Source: an optimization exercise on an open RTL-to-GDS flow (aim: small area, a short achievable clock period and few clock cycles per item). Production flows keep margins and buffers that such runs may drop. The RTL was checked by simulation tests, not by an equivalence proof against the original design.

--- flow/design.v ---
package tlt_pkg;
    localparam int SAMPLE_WIDTH = 16;
    localparam int TIME_W       = 32;
    localparam int PROD_W       = SAMPLE_WIDTH + 10;
    localparam int IN_TDATA_W   = ((TIME_W + 2 * SAMPLE_WIDTH + 7) / 8) * 8;
    localparam int IN_PAD_W     = IN_TDATA_W - TIME_W - 2 * SAMPLE_WIDTH;
    localparam int OUT_TDATA_W  = 8;
    localparam logic [1:0] REG_TILT_THRESHOLD = 2'd0;
    localparam logic [1:0] REG_AXIS_MARGIN    = 2'd1;
    localparam logic [1:0] REG_POLL_INTERVAL  = 2'd2;
    localparam logic [1:0] REG_STABLE_TIME    = 2'd3;
    localparam logic [14:0] TILT_THRESHOLD_RST = 15'd4096;
    localparam logic [9:0]  AXIS_MARGIN_RST    = 10'd320;
    localparam logic [15:0] POLL_INTERVAL_RST  = 16'd100;
    localparam logic [15:0] STABLE_TIME_RST    = 16'd300;
    typedef struct packed {
        logic [14:0] tilt_level;
        logic [9:0]  axis_margin_q8;
        logic [15:0] poll_interval_ms;
        logic [15:0] hold_ms;
    } tlt_cfg_t;
    typedef struct packed {
        logic       ambiguous;
        logic [1:0] quadrant;
    } tlt_class_t;
    typedef struct packed {
        logic [1:0] quadrant;
        logic       changed;
    } tlt_result_t;
endpackage
import tlt_pkg::*;
module tlt_classify
(
    input  logic signed [SAMPLE_WIDTH-1:0] accel_x,
    input  logic signed [SAMPLE_WIDTH-1:0] accel_y,
    input  tlt_pkg::tlt_cfg_t                       cfg,
    output tlt_pkg::tlt_class_t                     cls
);
    logic                    neg_x;
    logic                    neg_y;
    logic [SAMPLE_WIDTH-1:0] mag_x;
    logic [SAMPLE_WIDTH-1:0] mag_y;
    logic [PROD_W-1:0]       ext_x;
    logic [PROD_W-1:0]       ext_y;
    logic [PROD_W-1:0]       thresh;
    logic [PROD_W-1:0]       y_scaled;
    logic [PROD_W-1:0]       x_scaled;
    logic [PROD_W-1:0]       y_times_m;
    logic [PROD_W-1:0]       x_times_m;
    logic                    below;
    assign neg_x = accel_x[SAMPLE_WIDTH-1];
    assign neg_y = accel_y[SAMPLE_WIDTH-1];
    assign mag_x = neg_x ? (~accel_x + 1'b1) : accel_x;
    assign mag_y = neg_y ? (~accel_y + 1'b1) : accel_y;
    assign ext_x  = PROD_W'(mag_x);
    assign ext_y  = PROD_W'(mag_y);
    assign thresh = PROD_W'(cfg.tilt_level);
    assign y_scaled  = {2'b00, mag_y, 8'h00};
    assign x_scaled  = {2'b00, mag_x, 8'h00};
    assign x_times_m = ext_x * PROD_W'(cfg.axis_margin_q8);
    assign y_times_m = ext_y * PROD_W'(cfg.axis_margin_q8);
    assign below = (ext_x < thresh) && (ext_y < thresh);
    always_comb
    begin
        cls.ambiguous = 1'b0;
        cls.quadrant  = 2'd0;
        priority if (below)
        begin
            cls.ambiguous = 1'b1;
        end
        else if (y_scaled > x_times_m)
        begin
            cls.quadrant = (!neg_y && (mag_y != '0)) ? 2'd3 : 2'd1;
        end
        else if (x_scaled > y_times_m)
        begin
            cls.quadrant = (!neg_x && (mag_x != '0)) ? 2'd0 : 2'd2;
        end
        else
        begin
            cls.ambiguous = 1'b1;
        end
    end
endmodule
import tlt_pkg::*;
module tlt_qualify
(
    input  logic              clk,
    input  logic              rst_n,
    input  logic              fire,
    input  logic [TIME_W-1:0] now_ms,
    input  logic              sample_ok,
    input  tlt_pkg::tlt_class_t        cls,
    input  tlt_pkg::tlt_cfg_t          cfg,
    output tlt_pkg::tlt_result_t       res
);
    logic [1:0]        committed_reg;
    logic [1:0]        committed_next;
    logic [1:0]        pending_reg;
    logic [1:0]        pending_next;
    logic [TIME_W-1:0] start_reg;
    logic [TIME_W-1:0] start_next;
    logic [TIME_W-1:0] last_reg;
    logic [TIME_W-1:0] last_next;
    logic [TIME_W-1:0] poll_elapsed;
    logic [TIME_W-1:0] hold_elapsed;
    logic              poll_ok;
    logic              hold_ok;
    logic              changed;
    assign poll_elapsed = now_ms - last_reg;
    assign hold_elapsed = now_ms - start_reg;
    assign poll_ok = poll_elapsed >= TIME_W'(cfg.poll_interval_ms);
    assign hold_ok = hold_elapsed >= TIME_W'(cfg.hold_ms);
    always_comb
    begin
        committed_next = committed_reg;
        pending_next   = pending_reg;
        start_next     = start_reg;
        last_next      = last_reg;
        changed        = 1'b0;
        if (fire && poll_ok)
        begin
            last_next = now_ms;
            if (sample_ok)
            begin
                priority if (cls.ambiguous || (cls.quadrant == committed_reg))
                begin
                    pending_next = committed_reg;
                end
                else if (cls.quadrant != pending_reg)
                begin
                    pending_next = cls.quadrant;
                    start_next   = now_ms;
                end
                else if (hold_ok)
                begin
                    committed_next = cls.quadrant;
                    changed        = 1'b1;
                end
                else
                begin
                    pending_next = pending_reg;
                end
            end
        end
    end
    assign res.quadrant = committed_next;
    assign res.changed  = changed;
    always_ff @(posedge clk or negedge rst_n)
    begin
        if (!rst_n)
        begin
            committed_reg <= 2'd0;
            pending_reg   <= 2'd0;
            start_reg     <= '0;
            last_reg      <= '0;
        end
        else
        begin
            committed_reg <= committed_next;
            pending_reg   <= pending_next;
            start_reg     <= start_next;
            last_reg      <= last_next;
        end
    end
endmodule
import tlt_pkg::*;
module tilt_orientation_qualifier_core
(
    input  logic                   clk,
    input  logic                   rst_n,
    input  logic                   s_tvalid,
    output logic                   s_tready,
    input  logic [IN_TDATA_W-1:0]  s_tdata,    
    input  logic                   s_tuser,    
    output logic                   m_tvalid,
    input  logic                   m_tready,
    output logic [OUT_TDATA_W-1:0] m_tdata,    
    output logic                   m_tuser,    
    input  logic                   psel,
    input  logic                   penable,
    input  logic                   pwrite,
    input  logic [3:0]             paddr,
    input  logic [31:0]            pwdata,
    output logic [31:0]            prdata,
    output logic                   pready
);
    tlt_pkg::tlt_cfg_t cfg_reg;
    logic                           in_valid_reg;
    logic [TIME_W-1:0]              in_now_reg;
    logic signed [SAMPLE_WIDTH-1:0] in_x_reg;
    logic signed [SAMPLE_WIDTH-1:0] in_y_reg;
    logic                           in_ok_reg;
    logic        out_valid_reg;
    tlt_pkg::tlt_result_t out_res_reg;
    logic        advance;
    logic        fire;
    logic        cfg_wr;
    tlt_pkg::tlt_class_t  cls;
    tlt_pkg::tlt_result_t res;
    assign pready = 1'b1;
    assign cfg_wr = psel && penable && pwrite && pready;
    always_ff @(posedge clk or negedge rst_n)
    begin
        if (!rst_n)
        begin
            cfg_reg.tilt_level       <= TILT_THRESHOLD_RST;
            cfg_reg.axis_margin_q8   <= AXIS_MARGIN_RST;
            cfg_reg.poll_interval_ms <= POLL_INTERVAL_RST;
            cfg_reg.hold_ms          <= STABLE_TIME_RST;
        end
        else if (cfg_wr)
        begin
            unique case (paddr[3:2])
                REG_TILT_THRESHOLD: cfg_reg.tilt_level       <= pwdata[14:0];
                REG_AXIS_MARGIN:    cfg_reg.axis_margin_q8   <= pwdata[9:0];
                REG_POLL_INTERVAL:  cfg_reg.poll_interval_ms <= pwdata[15:0];
                REG_STABLE_TIME:    cfg_reg.hold_ms          <= pwdata[15:0];
                default:            cfg_reg <= cfg_reg;
            endcase
        end
    end
    always_comb
    begin
        unique case (paddr[3:2])
            REG_TILT_THRESHOLD: prdata = 32'(cfg_reg.tilt_level);
            REG_AXIS_MARGIN:    prdata = 32'(cfg_reg.axis_margin_q8);
            REG_POLL_INTERVAL:  prdata = 32'(cfg_reg.poll_interval_ms);
            REG_STABLE_TIME:    prdata = 32'(cfg_reg.hold_ms);
            default:            prdata = 32'd0;
        endcase
    end
    assign advance  = !out_valid_reg || m_tready;
    assign fire     = in_valid_reg && advance;
    assign s_tready = !in_valid_reg || advance;
    always_ff @(posedge clk or negedge rst_n)
    begin
        if (!rst_n)
        begin
            in_valid_reg <= 1'b0;
        end
        else if (s_tready)
        begin
            in_valid_reg <= s_tvalid;
        end
    end
    always_ff @(posedge clk)
    begin
        if (s_tvalid && s_tready)
        begin
            in_now_reg <= s_tdata[TIME_W-1:0];
            in_x_reg   <= s_tdata[TIME_W +: SAMPLE_WIDTH];
            in_y_reg   <= s_tdata[TIME_W + SAMPLE_WIDTH +: SAMPLE_WIDTH];
            in_ok_reg  <= s_tuser;
        end
    end
    tlt_classify u_classify (
        .accel_x (in_x_reg),
        .accel_y (in_y_reg),
        .cfg     (cfg_reg),
        .cls     (cls)
    );
    tlt_qualify u_qualify (
        .clk       (clk),
        .rst_n     (rst_n),
        .fire      (fire),
        .now_ms    (in_now_reg),
        .sample_ok (in_ok_reg),
        .cls       (cls),
        .cfg       (cfg_reg),
        .res       (res)
    );
    always_ff @(posedge clk or negedge rst_n)
    begin
        if (!rst_n)
        begin
            out_valid_reg <= 1'b0;
        end
        else if (advance)
        begin
            out_valid_reg <= in_valid_reg;
        end
    end
    always_ff @(posedge clk)
    begin
        if (fire)
        begin
            out_res_reg <= res;
        end
    end
    assign m_tvalid = out_valid_reg;
    assign m_tdata  = {(OUT_TDATA_W - 2)'(0), out_res_reg.quadrant};
    assign m_tuser  = out_res_reg.changed;
endmodule
--- flow/config.mk ---
export PLATFORM = sky130hd
export DESIGN_NAME = tilt_orientation_qualifier_core
export DESIGN_NICKNAME = tilt_orientation_qualifier_core
export VERILOG_FILES = /design/flow/design.v
export SDC_FILE = /design/flow/constraint.sdc
export NUM_CORES = 4
export LEC_CHECK = 0
export CAP_MARGIN = 20
export CORE_MARGIN = 2
export CORE_UTILIZATION = 40
export SLEW_MARGIN = 20
--- flow/constraint.sdc ---
create_clock -name core_clock -period 10.5 [get_ports {clk}]
set_input_delay 2.1000 -clock core_clock [delete_from_list [all_inputs] [get_ports {clk}]]
set_output_delay 2.1000 -clock core_clock [all_outputs]
set_load 0.01 [all_outputs]
--- flow/run.sh ---
#!/bin/bash
# synth_recipe.tcl (not shown) runs the flow's synth.tcl, then flattens the netlist and writes it again
# the make line also repeats each setting of config.mk as NAME=value (left out here)
make -C /OpenROAD-flow-scripts/flow DESIGN_CONFIG=/design/flow/config.mk WORK_HOME=/design/flow/orfs CLKGATE_MAP_FILE= SYNTH_SCRIPT=/design/flow/synth_recipe.tcl finish
==> results.yml <==
status:
  status: "no timing/DRC/antenna violations"
finish:
  final_nets: 3423
  fillers: 5731
  multi_input_area_um2: 17700
  diodes: 0
  syn_to_final_growth_pct: 12.6
  drive_gt1_share_pct: 9.52
  seqCellArea_um2: 5230
  largest_reg_flops: 57
floorplanning:
  die_h_um: 252
  rows: 90
  die_w_um: 252
  coreArea_um2: 60600
  io_pins: 152
  dieArea_um2: 63500
  initial_core_util_pct: 40.6
clocking:
  cts_hold_buffers: 0
  cts-buffers-inserted: 17
  cts.path.max_buffers: 2
  cts_tree: "done"
  worst_skew_pair.late_latency_ns: 0.46
  clock-root-buffer: "clkbuf_16"
  cts.sink_count: 195
  clk_pin_slew_worst_paths_ns: 0.08
  htreeDepth: 4
sta:
  min_period_ns: 10.08
  max_slew.worst_pin.slew_ns: 1.06
  skew_ns: 0.0136
  finalMaxSlewViolations: 0
  final.setup.tns_ns: 0
  fmax_ghz: 0.0992
  hold_viol: 0
  rsz0062_at_grt: "yes"
  maxSlewHeadroom_pct: 29.0
  fin_crit_sh_pct: 96.0
  setup_viol: 0
critical_path:
  crit_required_ns: 10.85
  r2r_start: "in_y_reg[0]$_DFFE_PP_"
  slowest_stage: "fa_1"
  critPathCaptureType: "flip-flop"
  path_class: "reg -> reg"
  r2r_setup_slack_ns: 0.42
  reg2reg_depth: 43
  critPathMaxFanout: 16
  path_common_cell: "fa_1"
  r2r-end: "u_qualify.start_reg[13]$_DFFE_PN0P_"
  critPathLaunchType: "flip-flop"
  worstPathArrival_ns: 10.43
  slowest_delay_ns: 0.54
hold_path:
  hold_path_class: "reg -> reg"
  min_delay_worst_endpoint: "out_valid_reg$_DFFE_PN0P_"
  min_from: "in_valid_reg$_DFFE_PN0N_"
  hold_path_depth: 1
synthesis:
  yosys_warnings: 3
  yosysMostFrequentCell: "inv_1"
  synth_top_area_share_pct: 18.1
  yosysSeqAreaShare_pct: 21.3
  synthCells: 2711
  synth.distinct_cells: 88
  synthFlopType: "dfrtp_1"
  yosysTopAreaCell: "fa_1"
  synth_seq_cells: 195
  synth.avg_cell_area_um2: 9.08
  synth_edf_count: 68
  async_flop_share_pct: 65.1
  synth_common_cells: "inv_1 (364), nand2_1 (311), ha_1 (280), fa_1 (222), and2_1 (163)"
  syn-cell-area_um2: 24600
  synth_area_leaders: "fa_1 (18%), ha_1 (14%), dfrtp_1 (12%), edfxtp_1 (8.3%), inv_1 (5.6%)"
route:
  post_drt_wl_per_cell_um: 18.2
  vias_per_cell: 5.46
  first_iter_violations: 1118
  wl_um: 65700
  num_vias: 19709
  ant_nets: 0
  detailedRoute.firstPassIterationCount: 6
  post-route-drc-count: 0
placement:
  dpl.hpwl_um: 51800
  gp_congestion: 0.903
  port_buffers: 110
run:
  drv_cap: 0
global_routing:
  grt_remaining_overflow: 0
  grt_pass1_vias: 20407
  grt_pass1_wl_um: 106000
  antenna_found_initial: 0
  grt_max_degree: 66
  grt_usage_pct: 20.9
==> metal layers <==
layer,global-route usage (%),vias to the layer above,routed length (um)
met1,26.8,9760,28700
met3,1.63,117,2310
met2,36.9,512,32500
li1,-,9320,-
met4,7.74,0,2130
met5,0,-,0
==> cell families after synthesis <==
group	count (synthesis)	share of synthesized area [%]
AO/OA/AOI/OAI	536	13.9
XOR/XNOR	96	3.42
adder cells (fa/ha/maj)	502	32.3
buffers and inverters	504	8.15
flip-flops	195	21.3
multiplexers	85	4.74
other	2	0.0305
AND/OR/NAND/NOR	791	16.2
==> metrics by stage <==
step           cell area (um^2)  instances  util [%]  hold slack (ns)  worst slack (ns)
6_report                  27700       3608      45.7            0.491             0.416
5_1_grt                   27700       3608      45.7            0.507           -0.0483
4_1_cts                   27500       3599      45.3            0.494            0.0194
3_5_place_dp              26800       3566      44.2            0.473           -0.0522
3_3_place_gp              26800       3566      44.2            0.468            0.0837
2_1_floorplan             24700       2732         -            0.449             0.362
==> cell usage in the layout, fill, tap and decap left out, types with 17 or more instances in the layout <==
master,count
dfrtp_1,117
ha_1,277
clkdlybuf4s50_1,108
buf_4,88
edfxtp_1,68
nor2_1,94
o21ai_0,152
mux2_4,31
xor2_1,37
fa_1,222
a21oi_1,130
o211ai_1,17
xnor2_1,52
mux2_2,32
a211oi_1,30
nand2_1,310
inv_1,363
conb_1,23
clkbuf_16,18
nand4_1,26
a21o_1,57
nand2b_1,21
nor3_1,30
nand3_1,30
and2_1,161
==> layout make-up <==
| class | instances | area share (%) |
|---|---|---|
| flip-flops and latches | 195 | 18.9 |
| repair buffers | 202 | 6.70 |
| multi-input cells | 2033 | 63.7 |
| clock buffers | 17 | 1.54 |
| well taps | 782 | 3.53 |
| clock inverters | 15 | 0.673 |
| inverters | 364 | 4.93 |
==> worst max path at each step <==
stage	from	to	slack (ns)
5_1_grt	in_x_reg[3]$_DFFE_PP_	u_qualify.start_reg[14]$_DFFE_PN0P_	-0.05
2_1_floorplan	in_y_reg[0]$_DFFE_PP_	out_res_reg[1]$_DFFE_PP_	0.36
4_1_cts	in_y_reg[0]$_DFFE_PP_	u_qualify.start_reg[14]$_DFFE_PN0P_	0.02
3_5_place_dp	in_y_reg[0]$_DFFE_PP_	u_qualify.start_reg[0]$_DFFE_PN0P_	-0.05
6_report	in_y_reg[0]$_DFFE_PP_	u_qualify.start_reg[13]$_DFFE_PN0P_	0.42
3_3_place_gp	in_y_reg[0]$_DFFE_PP_	out_res_reg[1]$_DFFE_PP_	0.08
==> critical path, delay by kind of cell, from the launching register on <==
kind / cells / cell delay (ns)
compound gates: 16 / 2.98
xor+xnor: 2 / 0.38
fa+ha+maj: 8 / 3.21
buf+inv: 8 / 1.10
flops: 1 / 0.42
mux: 1 / 0.31
simple gates: 8 / 1.55
==> repair_timing <==
| action | in CTS | in global routing |
|---|---|---|
| setup endpoints to repair | 35 | 39 |
| pin swaps | 0 | 13 |
| setup buffers | 0 | 8 |
| resized for setup | 5 | 31 |
| gates cloned | 1 | 1 |
Testbench counts, summed over its fixed seeds: cycles 16,016, items 16,000.

[port drivers added, routing unchanged]
The flow's constraints put no driver on any port. The routed layout listed below was extracted and timed again, unchanged, in two steps.
Step 1 (the two cells are an assumption about what drives the block):
set clk [get_ports {clk}]
set_driving_cell -lib_cell sky130_fd_sc_hd__clkbuf_16 $clk
set_driving_cell -lib_cell sky130_fd_sc_hd__buf_2 [delete_from_list [all_inputs] $clk]
Step 2 also shifts input and output timing later by t, the mid clock arrival at the registers, as if the neighbouring blocks saw the same clock.
a / b / c = ideal ports / drivers / drivers and shift; a / b = the first two.
t, ns: 0.505
setup slack, ns: 0.416 / 0.416 / 0.416
worst setup path after step 2: register to register
latest minus earliest clock arrival (ns): 0.014 / 0.014
worst data-port slew with drivers (ns): 0.06
After both steps setup and hold are still met in this run. The setup slack of this run moves by 0.000 ns with the drivers and by 0.000 ns with both steps.
